Background: an optimization exercise with open tools, aiming at small area. Do not read the settings as production practice. Where RTL was checked, it was by simulation tests only, not by an equivalence proof against the original. For runs 5 and 6, only the layout was checked, not whether the RTL still works. Power is estimated from default activity; no workload was simulated. The flow treats the clock pin as an ideal source, which a real chip does not have.

==> design.v <==
module decode_issue_queue #(
  parameter int DEPTH = 8
) (
  input  logic        clk,
  input  logic        resetn,
  input  logic        flush,
  input  logic [1:0]  in_en,
  input  logic [63:0] in_instr,
  input  logic [63:0] in_pcplus4,
  input  logic [1:0]  in_exc,
  input  logic [1:0]  in_pred,
  output logic        in_ready,
  output logic [1:0]  out_valid,
  output logic [63:0] out_instr,
  output logic [63:0] out_pcplus4,
  output logic [1:0]  out_exc,
  output logic [1:0]  out_pred,
  input  logic        out_ready
);
  localparam int PW = $clog2(DEPTH);
  localparam int CW = PW + 1;
  localparam int EW = 66;   
  typedef struct packed {
    logic [31:0] instr;
    logic [31:0] pc4;
    logic        exc;
    logic        pred;
  } entry_t;
  logic [DEPTH*EW-1:0] w_mem;
  logic [PW-1:0] r_head, r_tail;
  logic [PW-1:0] w_head1, w_tail1;
  logic [CW-1:0] r_count;
  entry_t        w_in0, w_in1;
  entry_t        w_e0, w_e1;
  logic [CW-1:0] w_npush, w_npop;
  logic          w_ge1, w_ge2, w_br0;
  function automatic logic f_br(input logic [5:0] op, input logic [5:0] fn);
    f_br = (op >= 6'h01 && op <= 6'h07) || (op == 6'h00 && (fn == 6'h08 || fn == 6'h09));
  endfunction
  assign w_in0 = {in_instr[31:0],  in_pcplus4[31:0],  in_exc[0], in_pred[0]};
  assign w_in1 = {in_instr[63:32], in_pcplus4[63:32], in_exc[1], in_pred[1]};
  assign w_head1  = r_head + PW'(1);
  assign w_e0     = w_mem[r_head * EW +: EW];
  assign w_e1     = w_mem[w_head1 * EW +: EW];
  assign w_ge1    = (r_count != '0);
  assign w_ge2    = (r_count >= CW'(2));
  assign w_br0    = f_br(w_e0.instr[31:26], w_e0.instr[5:0]);
  assign in_ready = (r_count <= CW'(DEPTH - 2));
  function automatic logic f_ser(input logic [5:0] op, input logic [5:0] fn);
    f_ser = (op == 6'h10) || (op == 6'h00 && (fn == 6'h0C || fn == 6'h0D));
  endfunction
  function automatic logic f_md(input logic [5:0] op, input logic [5:0] fn);
    f_md = (op == 6'h00) && (fn[5:3] == 3'b011 || fn[5:2] == 4'b0100);
  endfunction
  function automatic logic [4:0] f_dest(input logic [5:0] op, input logic [4:0] rt,
                                        input logic [4:0] rd);
    logic [4:0] d;
    d = 5'd0;
    if (op == 6'h00)                                d = rd;
    else if (op == 6'h03)                           d = 5'd31;
    else if (op[5:3] == 3'b001 || op[5:3] == 3'b100) d = rt;
    else if (op == 6'h01 && rt[4])                  d = 5'd31;
    f_dest = d;
  endfunction
  function automatic logic f_rt_src(input logic [5:0] op);
    f_rt_src = (op == 6'h00) || (op == 6'h04) || (op == 6'h05) || (op[5:3] == 3'b101);
  endfunction
  logic [5:0] w_op0, w_op1, w_fn0, w_fn1;
  logic [4:0] w_dest0, w_rs1, w_rt1;
  logic       w_raw, w_exc, w_pair_ok;
  assign w_op0   = w_e0.instr[31:26];
  assign w_fn0   = w_e0.instr[5:0];
  assign w_op1   = w_e1.instr[31:26];
  assign w_fn1   = w_e1.instr[5:0];
  assign w_rs1   = w_e1.instr[25:21];
  assign w_rt1   = w_e1.instr[20:16];
  assign w_dest0 = f_dest(w_op0, w_e0.instr[20:16], w_e0.instr[15:11]);
  assign w_raw   = (w_dest0 != 5'd0) &&
                   (w_dest0 == w_rs1 || (f_rt_src(w_op1) && w_dest0 == w_rt1));
  assign w_exc   = w_e0.exc | w_e1.exc;
  always_comb begin
    w_pair_ok = 1'b1;
    if (w_br0)
      w_pair_ok = !(w_raw || w_exc);
    else if (f_br(w_op1, w_fn1) || (w_e0.instr[31] && w_e1.instr[31]) ||
             f_ser(w_op0, w_fn0) || f_ser(w_op1, w_fn1) ||
             (f_md(w_op0, w_fn0) && f_md(w_op1, w_fn1)) || w_raw || w_exc)
      w_pair_ok = 1'b0;
  end
  assign out_valid[1] = w_ge2 && w_pair_ok;
  assign out_valid[0] = w_br0 ? (w_ge2 && w_pair_ok) : w_ge1;
  assign w_npush = in_ready  ? (CW'(in_en[0]) + CW'(in_en[1]))         : '0;
  assign w_npop  = out_ready ? (CW'(out_valid[0]) + CW'(out_valid[1])) : '0;
  always_ff @(posedge clk or negedge resetn) begin
    if (!resetn) begin
      r_head  <= '0;
      r_tail  <= '0;
      r_count <= '0;
    end else if (flush) begin
      r_head  <= '0;
      r_tail  <= '0;
      r_count <= '0;
    end else begin
      r_tail  <= r_tail + PW'(w_npush);
      r_head  <= r_head + PW'(w_npop);
      r_count <= r_count + w_npush - w_npop;
    end
  end
  assign w_tail1 = r_tail + PW'(1);
  for (genvar i = 0; i < DEPTH; i++) begin : g_ent
    entry_t r_ent;
    always_ff @(posedge clk or negedge resetn) begin
      if (!resetn)
        r_ent <= '0;
      else if (!flush) begin
        if (in_ready && in_en[0] && r_tail == PW'(i))          r_ent <= w_in0;
        if (in_ready && in_en[1] && w_tail1 == PW'(i))         r_ent <= w_in1;
      end
    end
    assign w_mem[i * EW +: EW] = r_ent;
  end
  assign out_instr   = {w_e1.instr, w_e0.instr};
  assign out_pcplus4 = {w_e1.pc4, w_e0.pc4};
  assign out_exc     = {w_e1.exc, w_e0.exc};
  assign out_pred    = {w_e1.pred, w_e0.pred};
endmodule
==> run.sh <==
#!/bin/bash
# synth_recipe.tcl (not shown) runs the flow's synth.tcl, then flattens the netlist and writes it again
# the make line also repeats each setting of config.mk as NAME=value (left out here)
make -C /OpenROAD-flow-scripts/flow DESIGN_CONFIG=/design/flow/config.mk WORK_HOME=/design/flow/orfs CLKGATE_MAP_FILE= SYNTH_SCRIPT=/design/flow/synth_recipe.tcl finish
==> config.mk <==
export PLATFORM = sky130hd
export DESIGN_NAME = decode_issue_queue
export DESIGN_NICKNAME = decode_issue_queue
export VERILOG_FILES = /design/flow/design.v
export SDC_FILE = /design/flow/constraint.sdc
export NUM_CORES = 4
export LEC_CHECK = 0
export CAP_MARGIN = 20
export CORE_MARGIN = 2
export CORE_UTILIZATION = 40
export SLEW_MARGIN = 20
==> constraint.sdc <==
create_clock -name core_clock -period 6.0 [get_ports {clk}]
set_input_delay 1.2000 -clock core_clock [delete_from_list [all_inputs] [get_ports {clk}]]
set_output_delay 1.2000 -clock core_clock [all_outputs]
set_load 0.01 [all_outputs]
==> results of run 1 <==
==> power by group <==
| part | internal, mW | switching, mW | total, mW |
|---|---|---|---|
| registers | 5.19 | 1.26 | 6.45 |
| clock network | 2.31 | 1.69 | 4.00 |
| logic | 5.19 | 4.83 | 10.0 |
| total | 12.7 | 7.78 | 20.5 |
==> sequential cells by signal, summed over array words and instances (netlist names) <==
name / cells
g_ent.r_ent: 528
r_tail: 3
r_head: 3
r_count: 4
==> Yosys cell counts (4+ instances only) <==
| master | count | area share, % |
|---|---|---|
| sky130_fd_sc_hd__clkbuf_1 | 237 | 2.6 |
| sky130_fd_sc_hd__ha_1 | 13 | 0.48 |
| sky130_fd_sc_hd__buf_1 | 110 | 1.2 |
| sky130_fd_sc_hd__buf_2 | 23 | 0.34 |
| sky130_fd_sc_hd__dfrtp_1 | 538 | 40 |
| sky130_fd_sc_hd__buf_6 | 11 | 0.37 |
| sky130_fd_sc_hd__nand3_1 | 8 | 0.12 |
| sky130_fd_sc_hd__nor3b_1 | 5 | 0.11 |
| sky130_fd_sc_hd__a31oi_1 | 6 | 0.11 |
| sky130_fd_sc_hd__mux2i_1 | 546 | 16 |
| sky130_fd_sc_hd__o22ai_1 | 4 | 0.074 |
| sky130_fd_sc_hd__inv_1 | 35 | 0.39 |
| sky130_fd_sc_hd__nand2_1 | 282 | 3.1 |
| sky130_fd_sc_hd__nand2b_1 | 5 | 0.092 |
| sky130_fd_sc_hd__nor2b_1 | 9 | 0.17 |
| sky130_fd_sc_hd__o21ai_0 | 271 | 4.0 |
| sky130_fd_sc_hd__nor3_1 | 6 | 0.089 |
| sky130_fd_sc_hd__nor2_1 | 279 | 3.1 |
| sky130_fd_sc_hd__xnor2_1 | 15 | 0.39 |
| sky130_fd_sc_hd__fa_1 | 4 | 0.24 |
| sky130_fd_sc_hd__nand4_1 | 7 | 0.13 |
| sky130_fd_sc_hd__mux4_2 | 264 | 18 |
| sky130_fd_sc_hd__mux2_2 | 111 | 3.7 |
| sky130_fd_sc_hd__a21oi_1 | 274 | 4.1 |
| sky130_fd_sc_hd__and2_1 | 6 | 0.11 |
| sky130_fd_sc_hd__nor4_1 | 5 | 0.092 |
==> per-layer routing <==
layer | vias to the layer above | routed length (um) | share of wire, %
met5 | - | 81 | 0.074
met4 | 12 | 2893 | 2.6
met3 | 172 | 7782 | 7.1
met1 | 12610 | 46910 | 43
li1 | 11340 | - | -
met2 | 796 | 51930 | 47
==> through the flow <==
step	cells	setup WS [ns]	power, mW	instance area, um^2	hold slack, ns
finish	4334	0.1158	20.47	39410	0.4961
global route	4334	0.01203	21.71	39410	0.5208
CTS	4327	0.08584	20.55	39350	0.4995
detailed placement	4211	0.5019	16.44	37210	0.4873
global placement	4211	0.5224	16.27	37210	0.4754
floorplan	3125	1.106	12.51	33850	0.4609
==> cells by family after synthesis <==
| kind of cell | count (synthesis) |
|---|---|
| buf+inv | 421 |
| compound gates | 580 |
| mux | 923 |
| fa+ha+maj | 17 |
| flops | 538 |
| simple gates | 628 |
| xor+xnor | 18 |
==> repair_timing <==
action,4_1_cts,5_1_grt
endpoints found under the setup margin,2,2
hold endpoints to repair,0,0
setup buffers,0,2
resized for setup,3,8
gates cloned,0,0
pin swaps,0,1
==> worst paths after layout <==
check                                  start                  to  slack (ns)  depth (start not counted)
min reg2reg                g_ent[3].r_ent[9]   g_ent[3].r_ent[9]        0.50                          2
min in group asynchronous             resetn  g_ent[3].r_ent[57]        0.53                          1
min                        g_ent[3].r_ent[9]   g_ent[3].r_ent[9]        0.50                          2
max reg2reg                        r_head[0]          r_count[3]        0.70                         20
max                                r_head[0]        out_valid[0]        0.12                          9
max in group asynchronous             resetn  g_ent[7].r_ent[31]        4.20                          2
==> layout make-up <==
cell class                      count  share of cell area [%]
Antenna cell                        5                 0.03175
Clock buffer                       93                   4.829
Clock inverter                     23                  0.5493
Inverter                           36                  0.3429
Multi-Input combinational cell   2166                   47.84
Sequential cell                   538                   34.19
Tap cell                         1134                   3.601
Timing Repair Buffer              339                   8.617
==> tightest hold or removal path: stages, from the launching register on <==
cell	delay (ns)
sky130_fd_sc_hd__dfrtp_1	0.35
sky130_fd_sc_hd__nand2_1	0.05
sky130_fd_sc_hd__o21ai_0	0.06
==> impl.org, run 1 <==
** Critical path
- Among the stages of the critical path, the cell type that occurs most often is sky130_fd_sc_hd__buf_4.
- In this design, the stage delay of the slowest critical-path cell is 0.63 ns.
- The worst setup path is launched from a register.
- Critical path required time :: 4.80 ns
- The number of buffers and inverters on the critical path is 3.
- Along the worst path, the maximum fanout reaches 30.
- Critical Path Sink Type :: output pin
- The cell family contributing the most delay on the critical path is buffers and inverters.
- Data arrival time of the critical path :: 4.68 ns
- Slowest CP cell :: sky130_fd_sc_hd__clkdlybuf4s50_1
- CP Class :: register to output pin
- Traced cell by cell, the critical path runs through ha_4 > buf_4 > buf_4 > mux4_2 > mux2_2 > nor3_2 > o31ai_2 > o2bb2ai_1 > clkdlybuf4s50_1.

** Timing
- Setup violations remaining at the end of the flow were counted as 0.
- Unrepaired setup endpoints after global routing :: no
- The clock period could shrink to 5.884 ns.
- Slew HR :: 21.85%
- After routing, the total negative slack on setup checks comes to 0 ns.
- Max Freq :: 169.9 MHz
- Final clock skew :: 0.02149 ns
- The number of max-slew violations in the final report came to 0.
- Slew at the pin closest to its max-slew limit :: 1.172 ns
- Dividing the final minimum period by the clock period gives 98.07%.
- Final Hold Violating Endpoints :: 0

** Floorplan
- IO Pins :: 273
- In this run the vertical extent of the chip is 294.9 um.
- Initial core utilization :: 40.45%
- Core outline area :: 0.08369 mm^2
- From left edge to right edge, the die measures 294.9 um.
- After floorplanning, the core was divided into 106 placement rows.
- Area of the die :: 0.08697 mm^2

** Yosys
- Compound-gate portion of the synthesized area :: 8.901%
- In the synthesized netlist the dominant register cell turns out to be sky130_fd_sc_hd__dfrtp_1.
- Fraction of synthesized cell area in xor and xnor cells :: 0.4658%
- Simple-gate portion of the synthesized area :: 7.567%
- Counting flops and latches in the post-synthesis netlist gives 538.
- Post-synthesis mux area share :: 37.51%
- Cells after synthesis :: 3125
- Number of distinct library cell variants in the gate-level netlist after synthesis :: 64
- Count of flip-flops with a built-in enable after synthesis :: 0
- Share of the yosys chip area belonging to registers :: 39.77%
- When the netlist entered floorplanning its net count stood at 3280.
- Async set or reset register ratio after synthesis :: 100.0%
- Netlist area before placement :: 0.03385 mm^2
- Dividing the synthesized area by the synthesized cell count gives 10.83 um^2.
- Dominant combinational cell family by area after synthesis :: multiplexers
- For this run, the number of Yosys warnings is 1.
- Arithmetic-cell share of the synthesized area counting full adders, half adders and majority gates :: 0.7171%

** Global route
- Number of global-route vias before repair :: 25.25k
- Number of antenna violations at the first check in global routing :: 11
- For this run, global-route usage on met2 was measured as 40.80%.
- Wire length of the first global-routing pass :: 165.8 mm
- GR Util met1 :: 34.36%
- For met3 alone, demand over resource in global routing was 5.535%.
- GRT Resource Usage Total :: 25.35%
- After global routing, the most crowded layer is met2.
- Entering global routing, the biggest net connects 150 pins.
- Overflow left after global routing :: 0

** Hold path
- In this run the worst hold path is classified as register to register.

** Finish
- Sequential standard cell area :: 0.01347 mm^2
- Most frequent standard cell in the layout excluding fill and tap cells :: sky130_fd_sc_hd__mux2i_1
- Syn-to-layout area delta :: 16.42%
- In the layout the commonest cells are sky130_fd_sc_hd__mux2i_1, sky130_fd_sc_hd__dfrtp_1, sky130_fd_sc_hd__nand2_1.
- Fin nets :: 3302
- Number of filler cells placed in the layout :: 7679
- Summing all multi-input logic gate instances after layout gives 0.01885 mm^2.
- Final cell utilization of the core :: 47.09%
- Fraction of final layout cells with drive strength greater than 1 :: 18.25%

** Drt
- After detailed routing, the number of vias per cell comes to 5.751.
- The detailed router placed 24.93k vias in this run.
- In this run the remaining antenna-violating nets after routing total 0.
- Remaining design rule violation count :: 0
- Total detailed-routing wirelength :: 109.6 mm
- For this block, the initial DRC count from the detailed router was 1866.
- For this run, the detailed router's first-pass iteration total came to 5.
- After detailed routing, the average wire length per cell comes to 25.29 um.

** CTS
- Clock latency at the later pin of the worst-skew pair :: 0.63 ns
- For this design, the CTS-stage hold fixing added 0 buffers.
- Clock root buffer :: sky130_fd_sc_hd__clkbuf_16
- Clock-pin slew was measured on the worst setup and hold paths at 0.06 ns.
- Bufs on Longest Clock Path :: 3
- The tree built by TritonCTS fans out to 538 sinks.
- Clock tree from TritonCTS :: built
- Buffers inserted during clock tree synthesis total 66.
- CTS built an H-tree with a depth of 3.

** Power
- For this design the ratio of total power to cell area is 519.5 mW/mm^2.
- Leakage :: 17.05 nW
- Worst IR drop on VDD :: 0.2708 mV

** Placed design
- Routability-driven placement finished with a final weighted congestion of 0.8844.
- HPWL after DPL :: 64.89 mm
- Input and output buffers added on the ports amount to 272.

** Job
- Reported max-cap violation count :: 0

** Status
- Run status :: complete, no violations
==> run 2, diff against run 1 <==
--- a/design.v
+++ b/design.v
@@ -21,3 +21,5 @@
   localparam int CW = PW + 1;
-  localparam int EW = 66;   
+  localparam int RW = PW - 1;       
+  localparam int NR = DEPTH / 2;    
+  localparam int EW = 66;           
   typedef struct packed {
@@ -28,10 +30,10 @@
   } entry_t;
-  logic [DEPTH*EW-1:0] w_mem;
   logic [PW-1:0] r_head, r_tail;
-  logic [PW-1:0] w_head1, w_tail1;
   logic [CW-1:0] r_count;
-  entry_t        w_in0, w_in1;
+  entry_t        w_in0, w_in1, w_din_ev, w_din_od;
+  entry_t        w_rd_ev, w_rd_od;
   entry_t        w_e0, w_e1;
   logic [CW-1:0] w_npush, w_npop;
-  logic          w_ge1, w_ge2, w_br0;
+  logic          w_ge1, w_ge2, w_br0, w_push;
+  logic [RW-1:0] w_trow, w_trow1, w_hrow, w_hrow_ev;
   function automatic logic f_br(input logic [5:0] op, input logic [5:0] fn);
@@ -41,5 +43,27 @@
   assign w_in1 = {in_instr[63:32], in_pcplus4[63:32], in_exc[1], in_pred[1]};
-  assign w_head1  = r_head + PW'(1);
-  assign w_e0     = w_mem[r_head * EW +: EW];
-  assign w_e1     = w_mem[w_head1 * EW +: EW];
+  assign w_din_ev = r_tail[0] ? w_in1 : w_in0;
+  assign w_din_od = r_tail[0] ? w_in0 : w_in1;
+  assign w_trow   = r_tail[PW-1:1];
+  assign w_trow1  = r_tail[PW-1:1] + RW'(1);
+  assign w_push   = in_ready;
+  logic [NR*EW-1:0] w_ev, w_od;
+  for (genvar r = 0; r < NR; r++) begin : g_row
+    entry_t r_ev, r_od;
+    logic   w_we_ev, w_we_od;
+    assign w_we_ev = w_push && (r_tail[0] ? (in_en[1] && w_trow1 == RW'(r))
+                                          : (in_en[0] && w_trow  == RW'(r)));
+    assign w_we_od = w_push && w_trow == RW'(r) && (r_tail[0] ? in_en[0] : in_en[1]);
+    always_ff @(posedge clk) begin
+      if (w_we_ev) r_ev <= w_din_ev;
+      if (w_we_od) r_od <= w_din_od;
+    end
+    assign w_ev[r * EW +: EW] = r_ev;
+    assign w_od[r * EW +: EW] = r_od;
+  end
+  assign w_hrow    = r_head[PW-1:1];
+  assign w_hrow_ev = r_head[PW-1:1] + RW'(r_head[0]);
+  assign w_rd_ev   = w_ev[w_hrow_ev * EW +: EW];
+  assign w_rd_od   = w_od[w_hrow * EW +: EW];
+  assign w_e0      = r_head[0] ? w_rd_od : w_rd_ev;
+  assign w_e1      = r_head[0] ? w_rd_ev : w_rd_od;
   assign w_ge1    = (r_count != '0);
@@ -108,15 +132,2 @@
   end
-  assign w_tail1 = r_tail + PW'(1);
-  for (genvar i = 0; i < DEPTH; i++) begin : g_ent
-    entry_t r_ent;
-    always_ff @(posedge clk or negedge resetn) begin
-      if (!resetn)
-        r_ent <= '0;
-      else if (!flush) begin
-        if (in_ready && in_en[0] && r_tail == PW'(i))          r_ent <= w_in0;
-        if (in_ready && in_en[1] && w_tail1 == PW'(i))         r_ent <= w_in1;
-      end
-    end
-    assign w_mem[i * EW +: EW] = r_ent;
-  end
   assign out_instr   = {w_e1.instr, w_e0.instr};
==> flow/run.sh (new file) <==
#!/bin/bash
# The standard layout (the standard.sh, standard synthesis unchanged) with two knobs:
# port buffers use the smallest buffer cell, and CTS uses small clock buffers without dummy loads.
set -euo pipefail
export BUFFER_PORTS_ARGS="-buffer_cell sky130_fd_sc_hd__buf_1"
export CTS_ARGS="-sink_clustering_enable -repair_clock_nets -dont_use_dummy_load -buf_list {sky130_fd_sc_hd__clkbuf_4 sky130_fd_sc_hd__clkbuf_8}"
bash standard.sh finish > flow_make.log 2>&1
==> standard.sh (new file) <==
#!/bin/bash
# synth_recipe.tcl (not shown) runs the flow's synth.tcl, then flattens the netlist and writes it again
# the make line also repeats each setting of config.mk as NAME=value (left out here)
make -C /OpenROAD-flow-scripts/flow DESIGN_CONFIG=/design/flow/config.mk WORK_HOME=/design/flow/orfs CLKGATE_MAP_FILE= SYNTH_SCRIPT=/design/flow/synth_recipe.tcl "${@:-finish}"
removed: run.sh
==> run 2 against run 1 <==
Still clean on timing, DRC and antenna. Clock skew is 0.054 ns higher. Die area is 29% lower. Register-to-register slack worse by 0.20 ns. Total power is 30% lower. Sequential share of layout area increased by 25 points. Combinational power decreased by 34%. Critical path type unchanged.
==> impl.org, run 2 <==
** Status
- The run finished with no timing, DRC or antenna violations.

** Placed design
- The placed wire-length estimate after detailed placement was 38.80 mm (-40%).
- RD Place Congestion :: 0.9167 (+3.7%)
- The count of buffers from port buffering was 272 (unchanged).
- Area after detailed placement :: 0.02586 mm^2 (-30%)

** Finish
- The post-layout net count was 1912 (-42%).
- The largest registers in the layout are g_row.r_ev (264), g_row.r_od (264), r_count (4).
- The area taken by flip-flops and latches came to 0.01612 mm^2 (+20%).
- The share of layout cells above drive strength 1 was 24.36% (+6.1 points).
- Non-Filler Cell Area, Final :: 0.02722 mm^2 (-31%)
- The area of the multi-input gates came to 0.007391 mm^2 (-61%).
- The count of inserted antenna diode cells is 0 (-5).
- Final cell utilization of the core :: 46.22% (-0.87 points)
- Commonest cells after routing, fill and taps aside :: sky130_fd_sc_hd__edfxtp_1, sky130_fd_sc_hd__nand2_1, sky130_fd_sc_hd__buf_1
- Syn-to-layout area delta :: 14.38%
- Most frequent standard cell in the layout excluding fill and tap cells :: sky130_fd_sc_hd__edfxtp_1
- The number of inserted filler cells in the final layout is 5127 (-33%).

** Global route
- The all-layer global routing usage is 19.40% (-6.0 points).
- Wire length of the first global-routing pass :: 86.73 mm (-48%)
- The via count of the first global-routing pass came to 13.79k (-45%).
- Maximum number of pins on one net before global-route repair :: 82 (-45%)
- The sum of overflow across all layers after global routing was 0 (unchanged).
- Number of antenna violations at the first check in global routing :: 4 (-7)

** Yosys
- Flip-flop and latch count after synthesis :: 538 (unchanged)
- Count of flip-flops with a built-in enable after synthesis :: 528 (+528)
- Cells after synthesis :: 1429 (-54%)
- Top cell type by total area after synthesis :: sky130_fd_sc_hd__edfxtp_1
- Sorting the synthesized cells by area gives the leading types as sky130_fd_sc_hd__edfxtp_1, sky130_fd_sc_hd__mux4_2, sky130_fd_sc_hd__mux2_2.
- Number of distinct library cell variants in the gate-level netlist after synthesis :: 60 (-6.3%)
- The number of synthesis warnings came to 1 (unchanged).
- Share of the yosys chip area belonging to registers :: 67.67% (+28 points)
- The net count after synthesis was 1582 (-52%).
- The cell area after technology mapping was 0.02380 mm^2 (-30%).
- sky130_fd_sc_hd__edfxtp_1 is the most common cell in the netlist.
- Post-Syn Area per Cell :: 16.66 um^2 (+54%)
- Among all flip-flop cells after synthesis, the most frequent one is sky130_fd_sc_hd__edfxtp_1.
- Async set or reset register ratio after synthesis :: 1.859% (-98 points)
- Top cell types by occurrence after synthesis :: sky130_fd_sc_hd__edfxtp_1, sky130_fd_sc_hd__nand2_1, sky130_fd_sc_hd__mux2_2
- Area share of the leading cell type in the synthesized netlist :: 66.61% (+27 points)

** Critical path
- The highest fanout seen on the critical path is 8 (-73%).
- CP Class :: register to output pin
- The internal reg-to-reg setup slack was 0.50 ns (-0.20 ns).
- Family with the most delay on the worst path :: simple AND/OR/NAND/NOR gates
- CP Cell Sequence :: ha_4 > mux4_2 > mux2i_1 > inv_1 > or4_4 > nor3_1 > a41oi_1 > a21oi_2 > nor4_4 > buf_4 > nor4_4 > buf_1
- STA classifies the critical path startpoint as a register.
- Critical path required time :: 4.80 ns (about the same)
- Critical Path Sink Type :: output pin
- The slowest stage of the critical path belongs to the cell sky130_fd_sc_hd__or4_4.
- Most numerous cell on the critical path :: sky130_fd_sc_hd__nor4_4
- The delay contributed by the slowest stage of the critical path is 0.63 ns (about the same).
- The count of buffering cells on the critical path with inverters included came to 3 (unchanged).
- Data arrival time of the critical path :: 4.56 ns (-0.12 ns)

** Drt
- Total detailed-routing wirelength :: 59.36 mm (-46%)
- The detailed-routing iteration count for the pre-antenna-repair pass was 5 (unchanged).
- The iteration-0 DRC count of the detailed router came to 887 (-52%).
- The routed via count is 13.70k (-45%).
- Final ANT Viol Nets :: 0 (unchanged)
- The DRC violations left came to 0 (unchanged).
- Number of vias per cell after detailed routing :: 5.415 (-5.8%)
- The detailed-route wire length per cell was 23.46 um (-7.2%).

** Timing
- The share of the clock period used by the worst path is 96.07% (-2.0 points).
- The relative slew slack was 40.80% (+19 points).
- The final-report hold violation count was 0 (unchanged).
- The post-route minimum period is 5.764 ns (-0.1198 ns).
- Max Freq :: 173.5 MHz (+2.1%)
- Fin Hold WS :: 0.5683 ns (+0.07220 ns)
- Unrepaired setup endpoints after global routing :: no
- Final max-slew violation count :: 0 (unchanged)
- The final number of setup-violating endpoints came to 0 (unchanged).
- Final clock skew :: 0.07554 ns (+0.05405 ns)
- The slew at the pin closest to its max-slew limit came to 0.8879 ns (-0.2844 ns).
- The setup TNS came to 0 ns (unchanged).

** Power
- Worst IR drop on VDD :: 0.3319 mV (+23%)
- Power density over cell area :: 529.4 mW/mm^2 (+1.9%)
- The leakage power figure is 9.055 nW (-47%).

** CTS
- The maximum buffer depth of the clock tree came to 3 (unchanged).
- Clock latency at the later pin of the worst-skew pair :: 0.67 ns (+0.04 ns)
- Number of buffers created by CTS :: 91 (+38%)
- Clock tree from TritonCTS :: built
- Sink count of the clock tree :: 538 (unchanged)
- The clock transition at the registers of the reported paths came to 0.05 ns (about the same).
- Clock root buffer :: sky130_fd_sc_hd__clkbuf_8
- Hold Buf Count CTS :: 0 (unchanged)
- H-Tree Level Count :: 3 (unchanged)

** Floorplan
- Die height :: 247.9 um (-16%)
- Initial core utilization :: 40.40% (-0.042 points)
- Area of the die :: 0.06147 mm^2 (-29%)
- The floorplan row count was 89 (-16%).
- IO Pins :: 273 (unchanged)
- The chip width was 247.9 um (-16%).
- The placeable core area was 0.05891 mm^2 (-30%).

** Hold path
- In this run the worst hold path is classified as primary input to asynchronous set/reset pin.

** Job
- The number of violations of the max-capacitance limit was 0 (unchanged).
-- run 2: layout make-up --
type / instances / area share (%)
Clock buffer: 91 / 4.600
Inverter: 37 / 0.5193
Timing Repair Buffer: 311 / 4.968
Multi-Input combinational cell: 780 / 27.15
Tap cell: 773 / 3.553
Sequential cell: 538 / 59.21
-- run 2: final timing paths --
check                      startpoint           end  depth (start not counted)
setup / recovery            r_head[1]  out_valid[1]                         12
hold / removal                 resetn     r_head[0]                          1
setup reg to reg            r_head[1]    r_count[3]                         21
hold reg to reg            r_count[0]    r_count[0]                          2
max in group asynchronous      resetn     r_tail[0]                          1
min in group core_clock    r_count[0]    r_count[0]                          2
-- run 2: kinds of logic after synthesis --
group	count (synthesis)	share of synthesized area [%]
AO/OA/AOI/OAI	51	1.567
XOR/XNOR	14	0.5152
adder cells (fa/ha/maj)	15	0.9147
buffers and inverters	111	1.961
flip-flops	538	67.67
multiplexers	295	20.29
AND/OR/NAND/NOR	405	7.086
-- run 2: where the power goes --
| group | switching (mW) | internal (mW) | total (mW) | leakage, nW |
|---|---|---|---|---|
| Combinational | 4.07 | 2.53 | 6.60 | 3.45 |
| Clock | 1.27 | 1.33 | 2.60 | 0.654 |
| Sequential | 0.204 | 5.02 | 5.22 | 4.95 |
-- run 2: routing by layer --
layer	GRT usage [%]	vias to the layer above	part of all wire, %
li1	-	6123	-
met1	26.63	7004	43
met2	31.32	483	48
met3	4.174	81	7.0
met4	5.424	8	1.8
met5	0	-	0.077
-- run 2: repair_timing --
| action | 4_1_cts | 5_1_grt |
|---|---|---|
| gates resized for setup | 6 | 11 |
| pin swaps | 0 | 2 |
| setup endpoints to repair | 2 | 3 |
| buffers inserted | 0 | 2 |
-- run 2: through the flow --
step	total power [mW]	instances	worst slack [ns]
floorplan	9.590	1429	0.7085
global placement	11.76	2437	0.06304
detailed placement	11.81	2437	0.04894
CTS	14.50	2528	0.02520
global route	15.27	2530	0.04587
finish	14.41	2530	0.2356
==> run 3, diff against run 2 <==
==> flow/run.sh (replaced) <==
#!/bin/bash
# The standard layout (the standard.sh, standard synthesis unchanged) with port buffers
# made of the smallest buffer cell.
set -euo pipefail
export BUFFER_PORTS_ARGS="-buffer_cell sky130_fd_sc_hd__buf_1"
bash standard.sh finish > flow_make.log 2>&1
==> run 3 against run 2 <==
Synthesized area stayed put. Cell area is 2.0% higher. Clock-buffer cell count is 19 lower. Cell count is 0.63% higher. Core utilization is 0.92 points higher. Sequential share of layout area is 1.2 points lower. Total power is 5.0% higher. Highest routed layer unchanged. Sequential power hardly changed. Fmax is 0.48% lower. Combinational power hardly changed. Flip-flop and latch count stayed put.
==> impl.org, run 3 <==
** Power
- Clock share of power :: 22.1% (+4.1 points)
- The combinational share of power came to 43.5% (-2.3 points).
- The leakage power figure came to 9.275 nW (+2.4%).
- Net Sw Frac :: 37.46% (-0.98 points)
- The design internal power was 9.468 mW (+6.7%).
- Worst IR drop on VDD :: 0.3245 mV (-2.2%)
- Power density over cell area :: 545.2 mW/mm^2 (+3.0%)
- Pwr Total :: 15.14 mW (+5.0%)
- The switching component of the power was 5.671 mW (+2.3%).
- The portion of total power attributed to sequential cells was 34.5% (-1.7 points).

** Global route
- Number of antenna violations at the first check in global routing :: 4 (unchanged)
- Overflow left after global routing :: 0 (unchanged)
- The maximum number of pins on one net before global-route repair came to 82 (unchanged).
- GRT Resource Usage Total :: 19.21% (-0.18 points)
- Number of global-route vias before repair :: 13.57k (-1.6%)
- Wire length of the first global-routing pass :: 86.45 mm (-0.32%)

** CTS
- Number of buffers created by CTS :: 57 (-37%)
- TritonCTS built the clock tree.
- The clock transition at the registers of the reported paths was 0.06 ns (about the same).
- Sink count of the clock tree :: 538 (unchanged)
- Bufs on Longest Clock Path :: 3 (unchanged)
- The hold buffer count at CTS came to 0 (unchanged).
- The number of levels the H-tree was split into came to 2 (-1).
- The insertion delay to the later sink of the worst-skew pair came to 0.61 ns (-0.06 ns).
- The cell sitting at the root of the clock tree is a sky130_fd_sc_hd__clkbuf_16.

** Yosys
- Post-Syn Area per Cell :: 16.66 um^2 (unchanged)
- Top cell types by occurrence after synthesis :: sky130_fd_sc_hd__edfxtp_1, sky130_fd_sc_hd__nand2_1, sky130_fd_sc_hd__mux2_2
- The post-synthesis cell type count is 60 (unchanged).
- The sequential area share after synthesis came to 67.67% (unchanged).
- The share of synthesized registers carrying an async set or reset is 1.859% (unchanged).
- Count of flip-flops with a built-in enable after synthesis :: 528 (unchanged)
- Largest cells by area after synthesis :: sky130_fd_sc_hd__edfxtp_1, sky130_fd_sc_hd__mux4_2, sky130_fd_sc_hd__mux2_2
- Flip-flop and latch count after synthesis :: 538 (unchanged)
- Of all cell types, the one taking the most synthesized area is sky130_fd_sc_hd__edfxtp_1.
- Most common cell in the synthesized netlist :: sky130_fd_sc_hd__edfxtp_1
- Dominant register cell in the synthesized netlist :: sky130_fd_sc_hd__edfxtp_1
- The number of synthesis warnings is 1 (unchanged).
- The gate count after technology mapping was 1429 (unchanged).
- Syn_nets :: 1582 (unchanged)
- The area share of the leading cell type in the synthesized netlist came to 66.61% (unchanged).
- Netlist area before placement :: 0.02380 mm^2 (unchanged)

** Floorplan
- Site Rows :: 89 (unchanged)
- IO Pins :: 273 (unchanged)
- The die area was 0.06147 mm^2 (unchanged).
- The placeable core area came to 0.05891 mm^2 (unchanged).
- Initial core utilization :: 40.40% (unchanged)
- The chip width is 247.9 um (unchanged).
- Die height :: 247.9 um (unchanged)

** Finish
- Commonest cells after routing, fill and taps aside :: sky130_fd_sc_hd__edfxtp_1, sky130_fd_sc_hd__nand2_1, sky130_fd_sc_hd__buf_1
- The library cell used most frequently in the layout, excluding fill and tap cells, is sky130_fd_sc_hd__edfxtp_1.
- The post-layout net count was 1878 (-1.8%).
- Largest regs :: g_row.r_ev (264), g_row.r_od (264), r_count (4)
- Fraction of final layout cells with drive strength greater than 1 :: 23.53% (-0.83 points)
- The area of the multi-input gates is 0.007383 mm^2 (-0.10%).
- Sequential standard cell area :: 0.01612 mm^2 (unchanged)
- Compared with the post-synthesis result, the final layout area differs by 16.65%.
- The number of inserted filler cells in the final layout was 5078 (-0.96%).

** Placed design
- I/O Buffers :: 272 (unchanged)
- The routability congestion estimate from global placement came to 0.9167 (unchanged).
- The minimum setup slack after placement was 0.04894 ns (unchanged).
- The placed wire-length estimate after detailed placement is 38.80 mm (unchanged).

** Timing
- Final clock skew :: 0.01757 ns (-0.05797 ns)
- The slew at the pin closest to its max-slew limit came to 0.8871 ns (-0.0008288 ns).
- Max Freq :: 172.6 MHz (-0.48%)
- Fin Hold WS :: 0.5877 ns (+0.01947 ns)
- Slew HR :: 40.86% (+0.055 points)
- Final setup vio count :: 0 (unchanged)
- The worst-case setup margin in the final layout is 0.2076 ns (-0.02799 ns).
- The final-report hold violation count came to 0 (unchanged).
- Period minus WS final :: 5.792 ns (+0.02799 ns)
- The number of max-slew violations in the final report is 0 (unchanged).
- The share of the clock period used by the worst path came to 96.54% (+0.47 points).

** Critical path
- The data arrival at the endpoint of the critical path is 4.59 ns (+0.03 ns).
- FF-to-FF path depth :: 22 (+4.8%)
- CP Class :: register to output pin
- The highest fanout seen on the critical path was 8 (unchanged).
- Critical Path Sink Type :: output pin
- The internal reg-to-reg setup slack came to 0.48 ns (-0.02 ns).
- The startpoint identified for the worst register-to-register timing path is r_head[1].
- STA classifies the critical path startpoint as a register.
- The worst register-to-register path ends at r_count[3].
- The data required time at the worst endpoint came to 4.80 ns (about the same).

** Drt
- The DRC violations left came to 0 (unchanged).
- The detailed-routing iteration count for the pre-antenna-repair pass came to 8 (+3).
- Initial detailed-routing violation count :: 961 (+8.3%)
- Wire per inst :: 23.18 um (-1.2%)
- The via density per instance was 5.337 (-1.4%).
- Final ANT Viol Nets :: 0 (unchanged)
- The overall routed net length was 59.03 mm (-0.57%).
- Total via count after detailed routing :: 13.59k (-0.82%)

** Hold path
- The worst hold path belongs to the class primary input to asynchronous set/reset pin.

** Job
- Reported max-cap violation count :: 0 (unchanged)

** Status
- Run status :: complete, no violations
run 3: cells by family after synthesis:
family	share of synthesized area, %
AO/OA/AOI/OAI	1.567
XOR/XNOR	0.5152
adder cells (fa/ha/maj)	0.9147
buffers and inverters	1.961
flip-flops	67.67
multiplexers	20.29
AND/OR/NAND/NOR	7.086
run 3: through the flow:
stage	utilization (%)	area, um^2	TNS, ns	cells
2_1_floorplan	-	23820	0	1429
3_3_place_gp	43.90	25860	0	2437
3_5_place_dp	43.90	25860	0	2437
4_1_cts	47.01	27690	0	2543
5_1_grt	47.13	27760	-0.001655	2545
6_report	47.13	27770	0	2546
run 3: area by class of cell:
class	count	area share (%)
timing repair buffer	311	4.871
clock buffer	72	5.525
inverter	37	0.5092
tap	773	3.483
antenna	1	0.009013
multi-input combinational	780	26.59
clock inverter	34	0.9508
sequential	538	58.06
run 3: worst max-delay path by stage:
stage,startpoint,end,slack [ns],cells past startpoint
after floorplan,r_head[0],r_count[2],0.71,18
after global placement,r_head[1],r_count[3],0.06,21
after detailed placement,r_head[1],r_count[3],0.05,21
after CTS,r_head[1],out_valid[0],0.003,12
after global routing,r_head[1],out_valid[1],-0.002,13
final,r_head[1],out_valid[1],0.21,13
run 3: power by group through the flow:
stage	Sequential, mW	Clock, mW	Combinational [mW]
CTS	5.23	3.43	6.60
global placement	5.27	0	6.49
global route	5.27	3.56	7.16
floorplan	5.21	0	4.38
finish	5.22	3.34	6.58
detailed placement	5.30	0	6.51
run 3: routing by layer:
layer | GRT usage (%) | share of wire, %
met1 | 26.91 | 44
met2 | 31.13 | 48
met3 | 3.763 | 6.8
met4 | 4.456 | 1.8
met5 | 0 | 0.064
run 3: worst max-delay path, cell delays in order, from the launching register on:
cell and delay [ns]:
sky130_fd_sc_hd__dfrtp_4 0.53, sky130_fd_sc_hd__ha_4 0.40, sky130_fd_sc_hd__mux4_2 0.53, sky130_fd_sc_hd__mux2i_1 0.26, sky130_fd_sc_hd__inv_1 0.18, sky130_fd_sc_hd__xnor2_1 0.17
sky130_fd_sc_hd__buf_4 0.17, sky130_fd_sc_hd__a32oi_1 0.40, sky130_fd_sc_hd__a41oi_1 0.24, sky130_fd_sc_hd__a21oi_2 0.29, sky130_fd_sc_hd__nor4_4 0.08, sky130_fd_sc_hd__buf_4 0.17
sky130_fd_sc_hd__nor4_4 0.30, sky130_fd_sc_hd__buf_1 0.26
run 3: timing repair:
| item | 4_1_cts | 5_1_grt |
|---|---|---|
| pin swaps | 0 | 2 |
| gates cloned | 0 | 0 |
| gates resized for setup | 5 | 11 |
| buffers inserted | 0 | 2 |
| setup endpoints to repair | 2 | 3 |
==> run 4, diff against run 3 <==
==> run.sh (new file) <==
#!/bin/bash
# synth_recipe.tcl (not shown) runs the flow's synth.tcl, then flattens the netlist and writes it again
# the make line also repeats each setting of config.mk as NAME=value (left out here)
make -C /OpenROAD-flow-scripts/flow DESIGN_CONFIG=/design/flow/config.mk WORK_HOME=/design/flow/orfs CLKGATE_MAP_FILE= SYNTH_SCRIPT=/design/flow/synth_recipe.tcl finish
removed: flow/run.sh
removed: standard.sh
==> run 4 against run 3 <==
Cell area is 6.4% higher. Non-clock buffer count is 10 higher. Sequential power hardly changed. Critical path type unchanged. Largest cell class unchanged. Largest power group unchanged.
==> impl.org, run 4 <==
** Status
- The run finished with no timing, DRC or antenna violations.

** Critical path
- The data required time at the worst endpoint is 4.80 ns (about the same).
- The worst setup path is launched from a register.
- The highest fanout seen on the critical path was 14 (+6).
- Critical Path Sink Type :: output pin
- Data arrival time of the critical path :: 4.45 ns (-0.14 ns)
- CP Class :: register to output pin

** Finish
- Syn-to-layout area delta :: 24.15%
- The final cell utilization of the core came to 50.16% (+3.0 points).
- Commonest cells after routing, fill and taps aside :: sky130_fd_sc_hd__edfxtp_1, sky130_fd_sc_hd__nand2_1, sky130_fd_sc_hd__clkdlybuf4s50_1
- The largest registers in the layout are g_row.r_ev (264), g_row.r_od (264), r_count (4).
- The post-layout net count is 1887 (+0.48%).
- Number of filler cells placed in the layout :: 4895 (-3.6%)
- The share of layout cells above drive strength 1 came to 23.72% (+0.18 points).
- The count of inserted antenna diode cells came to 0 (-1).
- Most frequent standard cell in the layout excluding fill and tap cells :: sky130_fd_sc_hd__edfxtp_1

** Global route
- The all-layer global routing usage is 19.10% (-0.11 points).
- Overflow left after global routing :: 0 (unchanged)
- The wire length of the first global-routing pass was 85.99 mm (-0.54%).
- The via count of the first global-routing pass is 13.83k (+1.9%).
- Maximum number of pins on one net before global-route repair :: 126 (+54%)
- Number of antenna violations at the first check in global routing :: 5 (+1)

** Floorplan
- The placeable core area is 0.05891 mm^2 (unchanged).
- The initial core utilization is 40.40% (unchanged).
- The floorplan row count was 89 (unchanged).
- Die height :: 247.9 um (unchanged)
- Area of the die :: 0.06147 mm^2 (unchanged)
- The top-level port count is 273 (unchanged).
- Die outline width :: 247.9 um (unchanged)

** Timing
- Slew HR :: 28.11% (-13 points)
- Final setup TNS :: 0 ns (unchanged)
- Final clock skew :: 0.01803 ns (+0.0004567 ns)
- The final-report hold violation count is 0 (unchanged).
- Final setup vio count :: 0 (unchanged)
- Max Freq :: 177.1 MHz (+2.6%)
- Period minus WS final :: 5.646 ns (-0.1468 ns)
- The slew at the pin closest to its max-slew limit is 1.075 ns (+0.1878 ns).
- The share of the clock period used by the worst path is 94.09% (-2.4 points).
- Unrepaired setup endpoints after global routing :: no
- The number of max-slew violations in the final report is 0 (unchanged).

** Yosys
- Netlist area before placement :: 0.02380 mm^2 (unchanged)
- Area share of the leading cell type in the synthesized netlist :: 66.61% (unchanged)
- Ranked by total cell area, the synthesized netlist is headed by sky130_fd_sc_hd__edfxtp_1, sky130_fd_sc_hd__mux4_2, sky130_fd_sc_hd__mux2_2.
- By count the netlist is led by sky130_fd_sc_hd__edfxtp_1, sky130_fd_sc_hd__nand2_1, sky130_fd_sc_hd__mux2_2.
- Cells after synthesis :: 1429 (unchanged)
- Share of the yosys chip area belonging to registers :: 67.67% (unchanged)
- For this run, the leading register cell type out of synthesis is sky130_fd_sc_hd__edfxtp_1.
- Of all cell types, the one taking the most synthesized area is sky130_fd_sc_hd__edfxtp_1.
- Number of warnings issued by yosys :: 1 (unchanged)
- The synthesized area per cell was 16.66 um^2 (unchanged).
- Count of flip-flops with a built-in enable after synthesis :: 528 (unchanged)
- The post-synthesis cell type count came to 60 (unchanged).
- Flip-flop and latch count after synthesis :: 538 (unchanged)
- Among all cell types in the netlist, the one instantiated most often is sky130_fd_sc_hd__edfxtp_1.
- Async set or reset register ratio after synthesis :: 1.859% (unchanged)
- Syn_nets :: 1582 (unchanged)

** Job
- Reported max-cap violation count :: 0 (unchanged)

** Power
- Reg power frac :: 32.3% (-2.2 points)
- The combinational share of power came to 47.4% (+3.9 points).
- Clock share of power :: 20.3% (-1.8 points)
- The switching component of the power came to 5.641 mW (-0.52%).
- The leakage power figure came to 10.07 nW (+8.5%).
- The maximum VDD drop is 0.3159 mV (-2.6%).
- The switching power share of the total is 34.98% (-2.5 points).
- Internal power contribution :: 10.49 mW (+11%)
- The power per standard cell area was 545.8 mW/mm^2 (+0.11%).

** Drt
- The DRC violations left was 0 (unchanged).
- Drt pass-1 iters :: 5 (-3)
- Total via count after detailed routing :: 13.79k (+1.5%)
- The number of antenna-violating nets in the routed design was 0 (unchanged).
- Initial detailed-routing violation count :: 981 (+2.1%)
- Wire per inst :: 23.42 um (+1.0%)
- Total detailed-routing wirelength :: 59.59 mm (+0.95%)
- Number of vias per cell after detailed routing :: 5.419 (+1.6%)

** Placed design
- The routability congestion estimate from global placement is 0.8808 (-3.9%).
- HPWL after DPL :: 37.80 mm (-2.6%)
- The count of buffers from port buffering came to 272 (unchanged).

** CTS
- Clock root buffer :: sky130_fd_sc_hd__clkbuf_16
- CTS clk-pin slew, worst paths :: 0.06 ns (about the same)
- The number of buffers created by CTS is 56 (-1.8%).
- Sink count of the clock tree :: 538 (unchanged)
- Hold Buf Count CTS :: 0 (unchanged)
- The number of levels the H-tree was split into was 2 (unchanged).
- The maximum buffer depth of the clock tree is 3 (unchanged).
- TritonCTS built the clock tree.
- Clock latency at the later pin of the worst-skew pair :: 0.60 ns (about the same)

** Hold path
- The min-delay analysis places its worst path in the category register to register.
-- run 4: through the flow --
| stage | area, um^2 | power (mW) | hold WS [ns] | setup WS [ns] | std cells |
|---|---|---|---|---|---|
| global placement | 27580 | 12.71 | 0.6361 | 0.2307 | 2436 |
| floorplan | 23820 | 9.590 | 0.5852 | 0.7085 | 1429 |
| finish | 29550 | 16.13 | 0.6607 | 0.3544 | 2544 |
| detailed placement | 27580 | 12.79 | 0.6464 | 0.2097 | 2436 |
| CTS | 29460 | 16.25 | 0.6638 | 0.01436 | 2538 |
| global route | 29550 | 16.99 | 0.7294 | 0.1732 | 2544 |
-- run 4: per-layer routing --
metal  wire, um  vias to the layer above  global-route usage (%)
met5         58                        -                       0
met4        935                       10                   4.033
met3       4317                       75                   4.055
met2      29050                      451                   31.84
met1      25230                     7120                   25.92
li1           -                     6131                       -
-- run 4: worst paths after layout --
kind                                  from            to  slack [ns]  cells after the start
worst max-delay path             r_head[1]  out_valid[0]        0.35                     15
max in group asynchronous           resetn     r_head[0]        4.67                      1
min in group asynchronous           resetn    r_count[3]        0.94                      1
worst min register to register  r_count[0]    r_count[0]        0.66                      2
worst max register to register   r_head[1]    r_count[3]        0.55                     24
worst min-delay path            r_count[0]    r_count[0]        0.66                      2
-- run 4: final cells by class --
cell class / count / area [um^2] / share of cell area (%)
Clock buffer: 69 / 1471 / 4.979
Clock inverter: 26 / 240.2 / 0.8130
Inverter: 37 / 141.4 / 0.4785
Multi-Input combinational cell: 780 / 7377 / 24.97
Sequential cell: 538 / 16120 / 54.55
Tap cell: 773 / 967.2 / 3.273
Timing Repair Buffer: 321 / 3232 / 10.94
-- run 4: cells by family after synthesis --
family | Yosys count | share of synthesized area, %
multiplexers | 295 | 20.29
buffers and inverters | 111 | 1.961
AND/OR/NAND/NOR | 405 | 7.086
XOR/XNOR | 14 | 0.5152
AO/OA/AOI/OAI | 51 | 1.567
adder cells (fa/ha/maj) | 15 | 0.9147
flip-flops | 538 | 67.67
-- run 4: critical path: stages (launching register included) --
cell,delay (ns)
sky130_fd_sc_hd__dfrtp_4,0.53
sky130_fd_sc_hd__ha_4,0.19
sky130_fd_sc_hd__xor2_4,0.16
sky130_fd_sc_hd__buf_4,0.16
sky130_fd_sc_hd__buf_12,0.14
sky130_fd_sc_hd__mux4_2,0.31
sky130_fd_sc_hd__mux2_4,0.33
sky130_fd_sc_hd__nor4_4,0.32
sky130_fd_sc_hd__buf_6,0.18
sky130_fd_sc_hd__a32oi_1,0.12
sky130_fd_sc_hd__a41oi_1,0.31
sky130_fd_sc_hd__a21oi_2,0.09
sky130_fd_sc_hd__nor4_2,0.48
sky130_fd_sc_hd__o31ai_1,0.17
sky130_fd_sc_hd__buf_4,0.17
sky130_fd_sc_hd__dlymetal6s2s_1,0.18
-- run 4: repair_timing --
action	4_1_cts	5_1_grt
gates cloned	0	2
pin swaps	2	2
resized for setup	20	5
setup endpoints to repair	2	2
buffers inserted	7	3
-- run 4: power groups by stage --
stage | logic (mW) | clock network, mW | registers, mW
5_1_grt | 8.24 | 3.49 | 5.26
3_5_place_dp | 7.49 | 0 | 5.30
4_1_cts | 7.69 | 3.35 | 5.21
6_report | 7.65 | 3.28 | 5.20
3_3_place_gp | 7.45 | 0 | 5.26
2_1_floorplan | 4.38 | 0 | 5.21
==> run 5, diff against run 4 <==
--- a/design.v
+++ b/design.v
@@ -56,4 +56,4 @@
     always_ff @(posedge clk) begin
-      if (w_we_ev) r_ev <= w_din_ev;
-      if (w_we_od) r_od <= w_din_od;
+      if (w_we_ev) r_ev <= ~w_din_ev;
+      if (w_we_od) r_od <= ~w_din_od;
     end
@@ -66,4 +66,4 @@
   assign w_rd_od   = w_od[w_hrow * EW +: EW];
-  assign w_e0      = r_head[0] ? w_rd_od : w_rd_ev;
-  assign w_e1      = r_head[0] ? w_rd_ev : w_rd_od;
+  assign w_e0      = ~(r_head[0] ? w_rd_od : w_rd_ev);
+  assign w_e1      = ~(r_head[0] ? w_rd_ev : w_rd_od);
   assign w_ge1    = (r_count != '0);
==> flow/run.sh (new file) <==
#!/bin/bash
# The standard layout (the standard.sh, standard synthesis unchanged) with two knobs:
# port buffers use the smallest buffer cell, and CTS uses larger sink clusters of small
# clock buffers, without dummy loads.
set -euo pipefail
export BUFFER_PORTS_ARGS="-buffer_cell sky130_fd_sc_hd__buf_1"
export CTS_ARGS="-sink_clustering_enable -repair_clock_nets -dont_use_dummy_load -sink_clustering_size 30 -sink_clustering_max_diameter 150 -buf_list {sky130_fd_sc_hd__clkbuf_8 sky130_fd_sc_hd__clkbuf_16}"
bash standard.sh finish > flow_make.log 2>&1
==> standard.sh (new file) <==
#!/bin/bash
# synth_recipe.tcl (not shown) runs the flow's synth.tcl, then flattens the netlist and writes it again
# the make line also repeats each setting of config.mk as NAME=value (left out here)
make -C /OpenROAD-flow-scripts/flow DESIGN_CONFIG=/design/flow/config.mk WORK_HOME=/design/flow/orfs CLKGATE_MAP_FILE= SYNTH_SCRIPT=/design/flow/synth_recipe.tcl "${@:-finish}"
removed: run.sh
==> run 5 against run 4 <==
Die area is 2.6% lower. Highest routed layer unchanged. Core utilization decreased by 5.3 points. Combinational power fell by 23%. Synthesized area shrank 2.6%. Synthesized cell count is 19% lower. Total power is 21% lower. Register-to-register slack worse by 0.04 ns. Still clean on timing, DRC and antenna. Non-clock buffer count is 17 lower.
==> impl.org, run 5 <==
** Placed design
- Number of instances in the placed design :: 2165 (-11%)
- The placed wire-length estimate after detailed placement is 34.47 mm (-8.8%).
- RD Place Congestion :: 0.9052 (+2.8%)
- The count of buffers from port buffering is 272 (unchanged).
- The minimum setup slack after placement came to 0.5312 ns (+0.3215 ns).

** Global route
- Busiest layer in global routing :: met2
- The global-route met3 utilization was 3.728% (-0.33 points).
- Overflow left after global routing :: 0 (unchanged)
- The met2 track utilization from global routing is 30.04% (-1.8 points).
- The wire length of the first global-routing pass is 77.96 mm (-9.3%).
- The maximum number of pins on one net before global-route repair is 136 (+7.9%).
- Number of antenna violations at the first check in global routing :: 5 (unchanged)
- The met1 layer usage reported by global route came to 23.57% (-2.4 points).
- The via count of the first global-routing pass came to 12.11k (-12%).
- The all-layer global routing usage is 17.56% (-1.5 points).

** Drt
- Final ANT Viol Nets :: 0 (unchanged)
- Remaining design rule violation count :: 0 (unchanged)
- The detailed-route wire length per cell is 24.50 um (+4.6%).
- Initial detailed-routing violation count :: 804 (-18%)
- Number of vias per cell after detailed routing :: 5.463 (+0.81%)
- The detailed-routing iteration count for the pre-antenna-repair pass is 5 (unchanged).
- Total detailed-routing wirelength :: 53.57 mm (-10%)
- The routed via count was 11.94k (-13%).

** Power
- Clock share of power :: 13.2% (-7.1 points)
- The maximum VDD drop came to 0.3605 mV (+14%).
- The switching component of the power is 4.783 mW (-15%).
- Combinational share of power :: 46.0% (-1.4 points)
- Leakage :: 7.784 nW (-23%)
- Net Sw Frac :: 37.43% (+2.5 points)
- The power per standard cell area was 495.4 mW/mm^2 (-9.2%).
- The portion of total power attributed to sequential cells is 40.8% (+8.5 points).
- The design internal power was 7.995 mW (-24%).

** Timing
- The worst hold slack after final layout was 0.6011 ns (-0.05964 ns).
- The final number of setup-violating endpoints is 0 (unchanged).
- Final clock skew :: 0.02699 ns (+0.008959 ns)
- The number of max-slew violations in the final report is 0 (unchanged).
- The slew at the pin closest to its max-slew limit was 1.127 ns (+0.05177 ns).
- Slew HR :: 24.89% (-3.2 points)
- Final setup TNS :: 0 ns (unchanged)
- Share of the cycle needed by the critical path after routing :: 92.90% (-1.2 points)
- Setup repair after global routing left no endpoint under its margin.
- Max Freq :: 179.4 MHz (+1.3%)
- The final-report hold violation count came to 0 (unchanged).
- Period minus WS final :: 5.574 ns (-0.07172 ns)
- The worst-case setup margin in the final layout was 0.4261 ns (+0.07172 ns).

** Yosys
- Share of the yosys chip area belonging to registers :: 69.48% (+1.8 points)
- The cell area after technology mapping came to 0.02318 mm^2 (-2.6%).
- Syn_nets :: 1310 (-17%)
- The number of synthesized flops with an enable pin is 528 (unchanged).
- The number of storage elements in the synthesis netlist came to 538 (unchanged).
- Top cell type by total area after synthesis :: sky130_fd_sc_hd__edfxtp_1
- Top cell types by occurrence after synthesis :: sky130_fd_sc_hd__edfxtp_1, sky130_fd_sc_hd__mux2i_1, sky130_fd_sc_hd__mux4_2
- The number of synthesis warnings came to 1 (unchanged).
- Among all flip-flop cells after synthesis, the most frequent one is sky130_fd_sc_hd__edfxtp_1.
- Async set or reset register ratio after synthesis :: 1.859% (unchanged)
- The gate count after technology mapping is 1157 (-19%).
- Yosys attributes the largest share of cell area to sky130_fd_sc_hd__edfxtp_1, sky130_fd_sc_hd__mux4_2, sky130_fd_sc_hd__mux2i_1.
- Post-Syn Area per Cell :: 20.04 um^2 (+20%)
- Number of distinct library cell variants in the gate-level netlist after synthesis :: 55 (-8.3%)
- The area share of the leading cell type in the synthesized netlist was 68.40% (+1.8 points).
- Most common cell in the synthesized netlist :: sky130_fd_sc_hd__edfxtp_1

** Finish
- The post-layout net count is 1576 (-16%).
- The number of inserted filler cells in the final layout is 5059 (+3.4%).
- The count of inserted antenna diode cells came to 0 (unchanged).
- The largest registers in the layout are g_row.r_ev (264), g_row.r_od (264), r_count (4).
- Fraction of final layout cells with drive strength greater than 1 :: 14.71% (-9.0 points)
- Most frequent standard cell in the layout excluding fill and tap cells :: sky130_fd_sc_hd__edfxtp_1
- The number of cells in the finished layout apart from fillers was 2186 (-14%).
- Commonest cells after routing, fill and taps aside :: sky130_fd_sc_hd__edfxtp_1, sky130_fd_sc_hd__buf_1, sky130_fd_sc_hd__mux2i_1
- The area taken by flip-flops and latches was 0.01612 mm^2 (unchanged).
- The area growth from synthesis to layout is 11.28%.
- Multi-input combinational cell area :: 0.006833 mm^2 (-7.4%)

** Job
- The number of violations of the max-capacitance limit came to 0 (unchanged).

** Critical path
- Critical path fanouts, max :: 9 (-5)
- Critical Path Sink Type :: output pin
- FF-to-FF path depth :: 19 (-21%)
- The data arrival at the endpoint of the critical path is 4.37 ns (-0.08 ns).
- The critical path in this run is classified as register to output pin.
- Type of element launching the critical path :: register
- Critical path required time :: 4.80 ns (about the same)

** CTS
- CTS clk-pin slew, worst paths :: 0.12 ns (+0.06 ns)
- The hold buffer count at CTS came to 0 (unchanged).
- The number of buffers created by CTS came to 21 (-63%).
- Clock root buffer :: sky130_fd_sc_hd__clkbuf_16
- Number of cells upsized or downsized after cts :: 0 (-100%)
- Bufs on Longest Clock Path :: 3 (unchanged)
- The post-CTS setup buffer count is 0 (-7).
- The count of clock tree sinks was 538 (unchanged).
- The number of levels the H-tree was split into was 1 (-1).
- Clock tree from TritonCTS :: built
- The insertion delay to the later sink of the worst-skew pair is 0.57 ns (-0.03 ns).

** Status
- The run finished with no timing, DRC or antenna violations.

** Floorplan
- The die area came to 0.05990 mm^2 (-2.6%).
- IO Pins :: 273 (unchanged)
- The chip width is 244.7 um (-1.3%).
- The vertical die dimension came to 244.7 um (-1.3%).
- The floorplan row count came to 88 (-1.1%).
- The initial core utilization was 40.33% (-0.073 points).
- The placeable core area is 0.05748 mm^2 (-2.4%).

** Hold path
- Worst Hold Class :: primary input to asynchronous set/reset pin
[run 5: changes by cell type after synthesis, sizes merged, moves of 5 or more]
cell / previous run / this run
and3: 1 / 7
buf: 33 / 42
clkbuf: 41 / 19
inv: 37 / 16
mux2: 136 / 3
mux2i: 27 / 264
nand2: 336 / 14
nor2: 18 / 13
[run 5: worst max-delay path, stage by stage (launching register included)]
cell and delay, ns:
sky130_fd_sc_hd__dfrtp_4 0.52, sky130_fd_sc_hd__ha_4 0.38, sky130_fd_sc_hd__mux4_1 0.61, sky130_fd_sc_hd__mux2i_2 0.44
sky130_fd_sc_hd__buf_4 0.22, sky130_fd_sc_hd__nor2b_1 0.05, sky130_fd_sc_hd__and2_1 0.16, sky130_fd_sc_hd__nor3_1 0.38
sky130_fd_sc_hd__and4_1 0.33, sky130_fd_sc_hd__o41ai_1 0.12, sky130_fd_sc_hd__a211oi_1 0.34, sky130_fd_sc_hd__buf_1 0.26
[run 5: power groups by stage]
stage | Combinational (mW) | Clock [mW] | Sequential [mW]
after global routing | 6.38 | 1.86 | 5.26
after floorplan | 4.01 | 0 | 5.21
after CTS | 5.99 | 1.74 | 5.22
final | 5.88 | 1.69 | 5.21
after global placement | 5.92 | 0 | 5.27
after detailed placement | 5.97 | 0 | 5.31
[run 5: area by class of cell]
class / count / share of cell area (%)
flip-flops and latches: 538 / 62.50
multi-input cells: 542 / 26.49
repair buffers: 304 / 5.035
well taps: 765 / 3.711
clock buffers: 21 / 2.037
inverters: 16 / 0.2328
[run 5: stage by stage]
| stage | util, % | total power [mW] | instance area (um^2) |
|---|---|---|---|
| after global routing | 44.88 | 13.50 | 25790 |
| after CTS | 44.88 | 12.95 | 25790 |
| after detailed placement | 43.97 | 11.28 | 25270 |
| after floorplan | - | 9.217 | 23200 |
| final | 44.88 | 12.78 | 25790 |
| after global placement | 43.97 | 11.19 | 25270 |
[run 5: path summary, 6_finish.rpt]
check	to	slack, ns	from
max in group asynchronous	r_head[1]	4.96	resetn
min in group core_clock	r_count[0]	0.73	r_count[0]
worst min-delay path	r_tail[0]	0.60	resetn
worst min register to register	r_count[0]	0.73	r_count[0]
worst max register to register	r_count[3]	0.51	r_head[0]
worst max-delay path	out_valid[1]	0.43	r_head[0]
[run 5: cells by family after synthesis]
family | Yosys count | synth area share (%)
fa+ha+maj | 15 | 0.9392
mux | 399 | 24.61
flops | 538 | 69.48
xor+xnor | 8 | 0.3670
buf+inv | 77 | 1.403
simple gates | 84 | 2.164
compound gates | 36 | 1.036
[run 5: routing by layer]
| layer | vias up | wire length, um | share of wire, % |
|---|---|---|---|
| li1 | 5272 | - | - |
| met3 | 56 | 3537 | 6.6 |
| met2 | 333 | 26340 | 49 |
| met4 | 10 | 821 | 1.5 |
| met1 | 6272 | 22800 | 43 |
| met5 | - | 63 | 0.12 |
==> run 6, diff against run 5 <==
--- a/config.mk
+++ b/config.mk
@@ -9,3 +9,3 @@
 export CORE_MARGIN = 2
-export CORE_UTILIZATION = 40
+export CORE_UTILIZATION = 65
 export SLEW_MARGIN = 20
==> run 6 against run 5 <==
Still clean. Die area is 38% lower. Flip-flop and latch count did not move. Core utilization increased by 27 points. Combinational power decreased by 0.7%. Worst setup slack worse by 0.078 ns. Critical path depth down 1. Non-clock buffer count stayed put. Synthesized area unchanged. Cell area fell by 1.4%. Largest power group unchanged. Highest routed layer unchanged.
==> impl.org, run 6 <==
** Global route
- The via count of the first global-routing pass came to 12.02k (-0.76%).
- The initial antenna violation count was 3 (-2).
- The maximum number of pins on one net before global-route repair is 136 (unchanged).

** Power
- Clock share of power :: 13.0% (-0.2 points)
- The maximum VDD drop was 0.4506 mV (+25%).
- The combinational share of power is 46.0% (about the same).
- The leakage power figure is 7.793 nW (+0.11%).
- The power after layout came to 12.70 mW (-0.61%).
- The switching component of the power was 4.723 mW (-1.3%).

** Yosys
- By area, the combinational part of the netlist is dominated by multiplexers.
- The sequential area share after synthesis was 69.48% (unchanged).
- Largest cells by area after synthesis :: sky130_fd_sc_hd__edfxtp_1, sky130_fd_sc_hd__mux4_2, sky130_fd_sc_hd__mux2i_1
- The proportion of synthesized area in mux cells is 24.61% (unchanged).
- The number of synthesis warnings is 1 (unchanged).
- Top cell type by total area after synthesis :: sky130_fd_sc_hd__edfxtp_1
- Compound-gate portion of the synthesized area :: 1.036% (unchanged)
- Dominant register cell in the synthesized netlist :: sky130_fd_sc_hd__edfxtp_1
- Simple-gate portion of the synthesized area :: 2.164% (unchanged)
- The net count after synthesis came to 1310 (unchanged).
- The share of synthesized registers carrying an async set or reset was 1.859% (unchanged).
- The adder-cell share of the synthesized area was 0.9392% (unchanged).
- The number of synthesized flops with an enable pin came to 528 (unchanged).
- The gate count after technology mapping was 1157 (unchanged).
- The area share of the leading cell type in the synthesized netlist came to 68.40% (unchanged).
- Top cell types by occurrence after synthesis :: sky130_fd_sc_hd__edfxtp_1, sky130_fd_sc_hd__mux2i_1, sky130_fd_sc_hd__mux4_2

** Floorplan
- The top-level port count is 273 (unchanged).
- The floorplan row count is 69 (-22%).
- Core outline area :: 0.03531 mm^2 (-39%)
- The die area was 0.03719 mm^2 (-38%).
- The chip width came to 192.8 um (-21%).

** Drt
- Total detailed-routing wirelength :: 50.53 mm (-5.7%)
- Met2 WL :: 24.92 mm (-5.4%)
- Wire per inst :: 26.84 um (+9.5%)
- Met1 routed wirelength after detailed routing :: 21.07 mm (-7.6%)
- The number of antenna-violating nets in the routed design came to 0 (unchanged).
- The detailed-routing iteration count for the pre-antenna-repair pass is 5 (unchanged).

** Finish
- Largest regs :: g_row.r_ev (264), g_row.r_od (264), r_count (4)
- Non-Filler Cell Area, Final :: 0.02544 mm^2 (-1.4%)
- The share of layout cells above drive strength 1 is 14.71% (unchanged).
- The library cell used most frequently in the layout, excluding fill and tap cells, is sky130_fd_sc_hd__edfxtp_1.
- Compared with the post-synthesis result, the final layout area differs by 9.732%.
- Commonest cells after routing, fill and taps aside :: sky130_fd_sc_hd__edfxtp_1, sky130_fd_sc_hd__buf_1, sky130_fd_sc_hd__mux2i_1

** Timing
- Max Freq :: 176.9 MHz (-1.4%)
- Setup repair after global routing left no endpoint under its margin.
- Final max-slew violation count :: 0 (unchanged)
- Slew at the pin closest to its max-slew limit :: 1.105 ns (-0.02214 ns)
- Final setup TNS :: 0 ns (unchanged)
- The final-report hold violation count is 0 (unchanged).
- The final number of setup-violating endpoints came to 0 (unchanged).
- Post-route worst setup slack :: 0.3484 ns (-0.07772 ns)

** Job
- Reported max-cap violation count :: 0 (unchanged)

** Critical path
- Reg2reg setup slack :: 0.43 ns (-0.08 ns)
- Reg2Reg Launch Point :: r_head[1]
- The number of cells on the worst reg-to-reg path is 19 (unchanged).
- CP Class :: register to output pin
- Critical path fanouts, max :: 15 (+6)
- Type of element launching the critical path :: register
- The delay contributed by the slowest stage of the critical path is 0.66 ns (+0.05 ns).
- The data required time at the worst endpoint is 4.80 ns (about the same).

** Placed design
- Number of instances in the placed design :: 1855 (-14%)
- I/O Buffers :: 272 (unchanged)
- HPWL after DPL :: 31.91 mm (-7.4%)
- The cell area after placement came to 0.02484 mm^2 (-1.7%).

** CTS
- Clock tree from TritonCTS :: built
- Clock root buffer :: sky130_fd_sc_hd__clkbuf_16
- CTS clk-pin slew, worst paths :: 0.11 ns (about the same)
- The count of clock tree sinks was 538 (unchanged).
- The maximum buffer depth of the clock tree was 3 (unchanged).
- The number of levels the H-tree was split into came to 1 (unchanged).
- The insertion delay to the later sink of the worst-skew pair is 0.55 ns (-0.02 ns).

** Status
- Run status :: complete, no violations
==> run 6: cell counts after synthesis <==
Identical to the previous run, type by type.
==> run 6: kinds of logic after synthesis <==
| logic type | Yosys count |
|---|---|
| fa+ha+maj | 15 |
| buf+inv | 77 |
| xor+xnor | 8 |
| simple gates | 84 |
| compound gates | 36 |
| flops | 538 |
| mux | 399 |
==> run 6: layout make-up <==
class                   instances  area, um^2
flip-flops and latches        538       16120
fillers                      2262        9873
multi-input cells             542        6833
repair buffers                304        1319
well taps                     461       576.8
clock buffers                  21       525.5
inverters                      16       60.06
diodes                          1       2.502
==> run 6: power by group through the flow <==
stage	Clock [mW]	Sequential (mW)	Combinational (mW)
2_1_floorplan	0	5.21	4.01
3_3_place_gp	0	5.26	5.76
3_5_place_dp	0	5.30	5.83
4_1_cts	1.68	5.21	5.85
5_1_grt	1.80	5.25	6.28
6_report	1.65	5.21	5.84
==> run 6: critical path: cells and delay by family, from the launching register on <==
| family | cells | cell delay [ns] |
|---|---|---|
| adder cells (fa/ha/maj) | 1 | 0.47 |
| flip-flops | 1 | 0.52 |
| multiplexers | 2 | 1.12 |
| AO/OA/AOI/OAI | 3 | 0.63 |
| buffers and inverters | 1 | 0.17 |
| AND/OR/NAND/NOR | 3 | 0.97 |
==> run 6: routing by layer <==
layer / vias up / global-route usage [%]
met5: - / 0
met3: 62 / 3.182
li1: 5270 / -
met2: 488 / 45.23
met1: 6368 / 40.64
met4: 4 / 5.197
==> run 6: worst max path at each step <==
| stage | start | endpoint | slack [ns] | cells past startpoint |
|---|---|---|---|---|
| after floorplan | r_head[0] | r_count[3] | 0.87 | 20 |
| after global placement | r_head[0] | r_count[3] | 0.58 | 20 |
| after detailed placement | r_head[1] | r_count[3] | 0.43 | 20 |
| after CTS | r_head[1] | out_valid[0] | 0.30 | 11 |
| after global routing | r_head[1] | r_count[3] | 0.06 | 19 |
| final | r_head[1] | out_valid[0] | 0.35 | 10 |
==> run 6: timing repair <==
item | CTS | global route
setup endpoints to repair | 0 | 2
buffers inserted | 0 | 5
hold buffers | 0 | 0
resized for setup | 0 | 0

## static timing again, ports no longer ideal
No port has a modelled driver above. Below, the same layouts with a new extraction and two added sets of constraints. Step 1 sets driving cells, clkbuf_16 on the clock port and buf_2 on the other inputs (assumed; they add their load-dependent delay and slew). Step 2 also shifts input and output timing later by t, the mid clock arrival at the registers, as if the neighbouring blocks saw the same clock. Slacks: ideal / step 1 / step 2; pairs: ideal / step 1.
run	t, ns	setup slack, ns	worst register clock-pin slew, ns
run 1	0.685	0.116 / 0.048 / 0.697	0.07 / 0.07
run 2	0.679	0.236 / 0.187 / 0.502	0.06 / 0.06
run 3	0.651	0.208 / 0.153 / 0.483	0.06 / 0.06
run 4	0.646	0.354 / 0.301 / 0.549	0.06 / 0.06
run 5	0.615	0.426 / 0.367 / 0.509	0.12 / 0.12
run 6	0.589	0.348 / 0.294 / 0.432	0.12 / 0.12
After both steps every run listed still meets setup and hold.
